Context: an optimization exercise on an open-source flow, tuned for small area, a short achievable clock period and few clock cycles per item. The choices shown serve that exercise and are no tape-out recipe.
At most, simulation tests tie the RTL to the original design; equivalence was not proved.
The clock port is modelled as an ideal driver; clocking choices that lean on that would not hold on a real chip.
No activity file was given, so power comes from the tool's default toggle rates.

// weight_loader
module weight_loader (
    input  logic                     clk,
    input  logic                     reset,
    input  logic                     start,
    input  logic                     stall,          
    input  logic                     single_ch,      
    input  logic [6:0]               ch_groups,
    input  logic [5:0]               out_ch,
    input  logic [13:0]              base_addr,
    input  logic [31:0]              rom_data_0,
    input  logic [31:0]              rom_data_1,
    input  logic [31:0]              rom_data_2,
    input  logic [31:0]              rom_data_3,
    output logic                     rom_rd_en,
    output logic [13:0]              rom_addr,
    output logic [127:0]             col_weights,    
    output logic                     idle,
    output logic                     done
);
For scale: about 990 cells after synthesis, roughly 310 I/O pins, ~0.012 mm2 of cells after synthesis.
==> module weight_loader, before the edit <==
module weight_loader (
    input  logic                     clk,
    input  logic                     reset,
    input  logic                     start,
    input  logic                     stall,          
    input  logic                     single_ch,      
    input  logic [6:0]               ch_groups,
    input  logic [5:0]               out_ch,
    input  logic [13:0]              base_addr,
    input  logic [31:0]              rom_data_0,
    input  logic [31:0]              rom_data_1,
    input  logic [31:0]              rom_data_2,
    input  logic [31:0]              rom_data_3,
    output logic                     rom_rd_en,
    output logic [13:0]              rom_addr,
    output logic [127:0]             col_weights,    
    output logic                     idle,
    output logic                     done
);
    logic        run_q;          
    logic        done_q;         
    logic [2:0]  ph_q;           
    logic [1:0]  row_q;          
    logic [6:0]  grp_q;          
    logic        rd_q;           
    logic        rdv_q;          
    logic [13:0] addr_q;         
    logic [3:0]  vn_q;           
    logic [3:0]  vhn_q;          
    logic        step;
    logic        go;
    logic        pre;
    logic        last;
    logic        ph6;
    logic        row3;
    logic        fin;
    logic        v0_n;
    logic        horner;
    logic        hb_n;
    logic        hb_q;           
    logic [13:0] add_b;
    logic [13:0] sum;
    logic [11:0] mcand;          
    assign step = !stall;
    assign go   = start && !run_q;
    assign pre  = (grp_q == 7'd0);            
    assign last = (grp_q == ch_groups);
    assign ph6  = (ph_q == 3'd6);
    assign row3 = (row_q == 2'd3);
    assign fin  = ph6 && row3 && last;
    assign v0_n = run_q && (ph6 ? (row3 ? !last : !pre) : (ph_q < 3'd3 && !pre));
    assign horner = pre && !(row3 && (ph_q == 3'd5 || ph_q == 3'd6));
    assign mcand  = c_q[1][11:0];
    always_comb begin
        case ({row_q[0], ph_q})
            4'b0_101: hb_n = ch_groups[1];
            4'b0_110: hb_n = ch_groups[2];
            4'b1_000: hb_n = ch_groups[3];
            4'b1_001: hb_n = ch_groups[4];
            4'b1_010: hb_n = ch_groups[5];
            default:  hb_n = ch_groups[6];
        endcase
        if (go)   hb_n = ch_groups[0];
    end
    always_comb begin
        if (horner) add_b = hb_q ? {mcand, 2'b00} : 14'd0;
        else        add_b = single_ch ? 14'd4 : 14'd1;
    end
    assign sum = addr_q + add_b;
    always_ff @(posedge clk) begin
        if (reset) begin
            run_q  <= 1'b0;
            done_q <= 1'b0;
            rd_q   <= 1'b0;
            vn_q   <= '1;
            vhn_q  <= '1;
        end else if (step) begin
            vn_q  <= {vn_q[2:0], !v0_n};
            vhn_q <= {vhn_q[2:0], !(v0_n && !single_ch)};
            if (go) begin
                run_q  <= 1'b1;
                done_q <= 1'b0;
                rd_q   <= 1'b0;
            end else if (run_q) begin
                if (fin) begin
                    run_q  <= 1'b0;
                    done_q <= 1'b1;
                end
                rd_q <= (ph_q == 3'd4) &&
                        (single_ch ? (row3 && !last) : (!row3 || !last));
            end
        end
    end
    always_ff @(posedge clk) begin
        if (step) begin
            hb_q <= hb_n;
            if (go) begin
                ph_q  <= 3'd5;
                row_q <= 2'd2;
                grp_q <= '0;
            end else begin
                ph_q <= ph6 ? 3'd0 : ph_q + 3'd1;
                if (ph6) begin
                    row_q <= row_q + 2'd1;
                    if (row3) grp_q <= grp_q + 7'd1;
                end
            end
        end
    end
    assign rom_rd_en = rd_q && !stall;
    assign rom_addr  = addr_q;
    always_ff @(posedge clk) begin
        rdv_q <= rom_rd_en && !reset;
        if (step && go) begin
            addr_q <= base_addr;
        end else if ((step && run_q && horner) || rom_rd_en) begin
            addr_q <= sum;
        end
    end
    assign idle = !run_q;
    assign done = done_q;
    logic [31:0] rn_q [4];       
    logic [31:0] c_q [1:3];      
    always_ff @(posedge clk) begin
        if (rdv_q) begin
            c_q[1] <= rom_data_1;
            c_q[2] <= rom_data_2;
            c_q[3] <= rom_data_3;
        end else if (step && go) begin
            c_q[1][11:0] <= 12'(out_ch);
        end else if (step && run_q && horner) begin
            c_q[1][11:0] <= {c_q[1][10:0], 1'b0};
        end
    end
    always_ff @(posedge clk) begin
        if (rdv_q) begin
            rn_q[0] <= ~rom_data_0;
        end else if (step && run_q) begin
            if (!single_ch) begin
                case (ph_q)
                    3'd0: rn_q[0] <= ~c_q[1];
                    3'd1: rn_q[0] <= ~c_q[2];
                    3'd2: rn_q[0] <= ~c_q[3];
                    default: ;
                endcase
            end else if (ph_q < 3'd3) begin
                rn_q[0][23:0] <= rn_q[0][31:8];
            end else if (ph6 && !row3) begin
                rn_q[0] <= ~c_q[row_q + 2'd1];
            end
        end
    end
    always_ff @(posedge clk) begin
        if (step) begin
            rn_q[1] <= rn_q[0];
            rn_q[2] <= rn_q[1];
            rn_q[3] <= rn_q[2];
        end
    end
    for (genvar i = 0; i < 4; i++) begin : g_col
        assign col_weights[32*i +: 8]      = ~(rn_q[i][7:0]  | {8{vn_q[i]}});
        assign col_weights[32*i + 8 +: 24] = ~(rn_q[i][31:8] | {24{vhn_q[i]}});
    end
endmodule
Settings: LEC_CHECK=0, CAP_MARGIN=20, CORE_MARGIN=2, CORE_UTILIZATION=40, PLACE_DENSITY=0.6, SETUP_SLACK_MARGIN=4.5, SLEW_MARGIN=20; clock period 8.0 ns.
run.sh (not shown) runs the stock make flow with config.mk's settings and CLKGATE_MAP_FILE= SYNTH_SCRIPT=/design/flow/synth_recipe.tcl, a recipe that flattens the netlist after the stock synthesis.
Testbench counts at the start, summed over its fixed seeds: cycles 14,620, groups 499.
==> next run, changes <==
--- a/flow/design.v
+++ b/flow/design.v
@@ -60,10 +60,10 @@
     logic [6:0]  grp_q;          
     logic        rd_q;           
     logic        rdv_q;          
     logic [13:0] addr_q;         
-    logic [3:0]  vn_q;           
-    logic [3:0]  vhn_q;          
+    logic [3:0]  v_q;            
+    logic [3:0]  vh_q;           
     logic        step;
     logic        go;
     logic        pre;
     logic        last;
@@ -107,13 +107,13 @@
         if (reset) begin
             run_q  <= 1'b0;
             done_q <= 1'b0;
             rd_q   <= 1'b0;
-            vn_q   <= '1;
-            vhn_q  <= '1;
+            v_q    <= '0;
+            vh_q   <= '0;
         end else if (step) begin
-            vn_q  <= {vn_q[2:0], !v0_n};
-            vhn_q <= {vhn_q[2:0], !(v0_n && !single_ch)};
+            v_q  <= {v_q[2:0], v0_n};
+            vh_q <= {vh_q[2:0], v0_n && !single_ch};
             if (go) begin
                 run_q  <= 1'b1;
                 done_q <= 1'b0;
                 rd_q   <= 1'b0;
@@ -154,9 +154,9 @@
         end
     end
     assign idle = !run_q;
     assign done = done_q;
-    logic [31:0] rn_q [4];       
+    logic [31:0] r_q [4];        
     logic [31:0] c_q [1:3];      
     always_ff @(posedge clk) begin
         if (rdv_q) begin
             c_q[1] <= rom_data_1;
@@ -169,33 +169,33 @@
         end
     end
     always_ff @(posedge clk) begin
         if (rdv_q) begin
-            rn_q[0] <= ~rom_data_0;
+            r_q[0] <= rom_data_0;
         end else if (step && run_q) begin
             if (!single_ch) begin
                 case (ph_q)
-                    3'd0: rn_q[0] <= ~c_q[1];
-                    3'd1: rn_q[0] <= ~c_q[2];
-                    3'd2: rn_q[0] <= ~c_q[3];
+                    3'd0: r_q[0] <= c_q[1];
+                    3'd1: r_q[0] <= c_q[2];
+                    3'd2: r_q[0] <= c_q[3];
                     default: ;
                 endcase
             end else if (ph_q < 3'd3) begin
-                rn_q[0][23:0] <= rn_q[0][31:8];
+                r_q[0][23:0] <= r_q[0][31:8];
             end else if (ph6 && !row3) begin
-                rn_q[0] <= ~c_q[row_q + 2'd1];
+                r_q[0] <= c_q[row_q + 2'd1];
             end
         end
     end
     always_ff @(posedge clk) begin
         if (step) begin
-            rn_q[1] <= rn_q[0];
-            rn_q[2] <= rn_q[1];
-            rn_q[3] <= rn_q[2];
+            r_q[1] <= r_q[0];
+            r_q[2] <= r_q[1];
+            r_q[3] <= r_q[2];
         end
     end
     for (genvar i = 0; i < 4; i++) begin : g_col
-        assign col_weights[32*i +: 8]      = ~(rn_q[i][7:0]  | {8{vn_q[i]}});
-        assign col_weights[32*i + 8 +: 24] = ~(rn_q[i][31:8] | {24{vhn_q[i]}});
+        assign col_weights[32*i +: 8]      = r_q[i][7:0]  & {8{v_q[i]}};
+        assign col_weights[32*i + 8 +: 24] = r_q[i][31:8] & {24{vh_q[i]}};
     end
 endmodule
 `default_nettype wire
After rerunning: Clock-buffer cell count went up by 9. Maximum frequency barely changes. Setup slack is worse by 0.0034 ns. Final area grows by a few percent. Cell count went up by a few percent. Clock skew came out higher by 0.0036 ns. Combinational power fell by a little under a tenth. Power falls by a few percent. Sequential share of layout area falls by 1.5 points. Synthesized cell count increases by a few percent.
For the second run of this note, only the layout was checked, not whether the RTL still works.

---

Another version of the RTL of weight_loader (not shown whole).
For scale: roughly 940 cells after synthesis, about 10000 µm² of cells after synthesis.
clock: 8.0 ns
lec_check: 0
cap_margin: 20
core_margin: 2
core_utilization: 40
place_density: 0.6
setup_slack_margin: 4.5
slew_margin: 20
standard.sh (not shown) runs the stock make flow with config.mk's settings and CLKGATE_MAP_FILE= SYNTH_SCRIPT=/design/flow/synth_recipe.tcl, a recipe that flattens the netlist after the stock synthesis.
==> flow/flow/run.sh <==
#!/bin/bash
# The standard layout, with the port buffers made of the smallest buffer cell
# instead of the default choice, and after clock tree synthesis the stall
# input buffer wired straight to the rom_rd_en gate (flow/post_cts.tcl).
# Each tool's output goes to ORFS's own logs under orfs/logs/; make's output
# goes to standard.log.
set -euo pipefail
export BUFFER_PORTS_ARGS="-buffer_cell sky130_fd_sc_hd__buf_1"
export POST_CTS_TCL="$PWD/flow/post_cts.tcl"
bash standard.sh > standard.log 2>&1
Other scripts of this flow, unchanged in this note and not shown: flow/flow/post_cts.tcl
The baseline produced a clean layout.
Testbench counts at the start, summed over its fixed seeds: cycles 14,372, groups 499.
Then changed:
--- a/flow/design.v
+++ b/flow/design.v
@@ -52,52 +52,71 @@
     output logic [127:0]             col_weights,    
     output logic                     idle,
     output logic                     done
 );
     logic        run_q;          
     logic        done_q;         
     logic [2:0]  ph_q;           
     logic [1:0]  row_q;          
     logic [6:0]  grp_q;          
-    logic        lead_q;         
     logic        rdn_q;          
     logic        rdv_q;          
     logic [13:0] addr_q;         
     logic [3:0]  vn_q;           
     logic [3:0]  vhn_q;          
     logic        step;
     logic        go;
     logic        pre;
     logic        last;
     logic        ph6;
     logic        row3;
     logic        fin;
     logic        v0_n;
     logic        horner;
-    logic        hb;             
-    logic        hz;             
+    logic        hb_n;
+    logic        hb_q;           
+    logic        hz_n;
+    logic        hz_q;           
     logic [13:0] add_b;
     logic [13:0] sum;
     logic [11:0] mcand;          
     assign step = !stall;
     assign go   = start && !run_q;
-    assign pre  = lead_q;
+    assign pre  = (grp_q == 7'd0);            
     assign last = (grp_q == ch_groups);
     assign ph6  = (ph_q == 3'd6);
     assign row3 = (row_q == 2'd3);
     assign fin  = ph6 && row3 && last;
     assign v0_n = run_q && (ph6 ? (row3 ? !last : !pre) : (ph_q < 3'd3 && !pre));
     assign horner = pre && !(row3 && (ph_q == 3'd5 || ph_q == 3'd6));
     assign mcand  = c3_q[11:0];
-    assign hb     = grp_q[0];
-    assign hz     = (grp_q[6:1] == 6'd0);
     always_comb begin
-        if (horner) add_b = hb ? {mcand, 2'b00} : 14'd0;
+        case ({row_q[0], ph_q})
+            4'b0_101: hb_n = ch_groups[1];
+            4'b0_110: hb_n = ch_groups[2];
+            4'b1_000: hb_n = ch_groups[3];
+            4'b1_001: hb_n = ch_groups[4];
+            4'b1_010: hb_n = ch_groups[5];
+            default:  hb_n = ch_groups[6];
+        endcase
+        if (go)   hb_n = ch_groups[0];
+        case ({row_q[0], ph_q})
+            4'b0_101: hz_n = (ch_groups[6:2] == 5'd0);
+            4'b0_110: hz_n = (ch_groups[6:3] == 4'd0);
+            4'b1_000: hz_n = (ch_groups[6:4] == 3'd0);
+            4'b1_001: hz_n = (ch_groups[6:5] == 2'd0);
+            4'b1_010: hz_n = !ch_groups[6];
+            default:  hz_n = 1'b1;
+        endcase
+        if (go)   hz_n = (ch_groups[6:1] == 6'd0);
+    end
+    always_comb begin
+        if (horner) add_b = hb_q ? {mcand, 2'b00} : 14'd0;
         else        add_b = single_ch ? 14'd4 : 14'd1;
     end
     assign sum = addr_q + add_b;
     always_ff @(posedge clk) begin
         if (reset) begin
             run_q  <= 1'b0;
             done_q <= 1'b0;
             rdn_q  <= 1'b1;
             vn_q   <= '1;
@@ -110,42 +129,39 @@
                 done_q <= 1'b0;
                 rdn_q  <= 1'b1;
             end else if (run_q) begin
                 if (fin) begin
                     run_q  <= 1'b0;
                     done_q <= 1'b1;
                 end
                 rdn_q <= !(((ph_q == 3'd4) &&
                            (single_ch ? (row3 && !last) : (!row3 || !last))) ||
-                           (horner && hz));
+                           (horner && hz_q));
             end
         end
     end
     always_ff @(posedge clk) begin
         if (step) begin
+            hb_q <= hb_n;
+            hz_q <= hz_n;
             if (go) begin
-                ph_q   <= 3'd5;
-                row_q  <= 2'd2;
-                grp_q  <= ch_groups;
-                lead_q <= 1'b1;
-            end else if (run_q && horner && hz) begin
-                ph_q   <= 3'd5;                  
-                row_q  <= 2'd3;
-                grp_q  <= '0;
+                ph_q  <= 3'd5;
+                row_q <= 2'd2;
+                grp_q <= '0;
+            end else if (horner && hz_q) begin
+                ph_q  <= 3'd5;                   
+                row_q <= 2'd3;
             end else begin
                 ph_q <= ph6 ? 3'd0 : ph_q + 3'd1;
-                if (horner) begin
-                    grp_q <= grp_q >> 1;
-                end else if (ph6 && row3) begin
-                    grp_q  <= grp_q + 7'd1;
-                    lead_q <= 1'b0;
+                if (ph6) begin
+                    row_q <= row_q + 2'd1;
+                    if (row3) grp_q <= grp_q + 7'd1;
                 end
-                if (ph6) row_q <= row_q + 2'd1;
             end
         end
     end
     assign rom_rd_en = !(rdn_q || stall);
     assign rom_addr  = addr_q;
     always_ff @(posedge clk) begin
         rdv_q <= rom_rd_en && !reset;
         if (step && go) begin
             addr_q <= base_addr;
What happened:
- The changed run finished with timing, DRC and antenna clean
- worst setup slack improves by 0.031 ns
- combinational power shrinks by a quarter to a third
- sequential share of layout area shrinks by 0.76 points
- cell count grows by a few percent
- area after synthesis grows slightly
Testbench counts after the change, summed over its fixed seeds: cycles 14,372, groups 499.

==> afterwards: timing with drivers on the ports <==
No port has a modelled driver above. Below, the same layouts with a new extraction and two added sets of constraints. Step 1 assumes that a clkbuf_16 drives the clock port and a buf_2 every other input. Step 2 moves the port delays by t, midway between the first and last clock arrival at a register: inputs arrive t later, outputs are due t later. That takes back most of the time a late clock gives input paths. a / b / c = no drivers / after step 1 / after step 2; a / b = the first two.
run | t, ns | setup slack, ns | worst setup path at the end | worst slew at a driven data input, ns | pins driven straight from the clock port
the first run of note 1 | 0.595 | 4.462 / 4.423 / 4.145 | input to register | 0.11 | 1
the second run of note 1 | 0.586 | 4.459 / 4.400 / 4.146 | input to register | 0.08 | 1
the first run of note 2 | 0.481 | 4.469 / 4.421 / 4.101 | input to register | 0.10 | 1
the second run of note 2 | 0.481 | 4.500 / 4.460 / 4.126 | input to register | 0.08 | 1
After both steps every run listed still meets setup and hold. The setup slack of the second run of note 2, which loses most, moves by -0.040 ns with the drivers and by -0.374 ns with both steps.
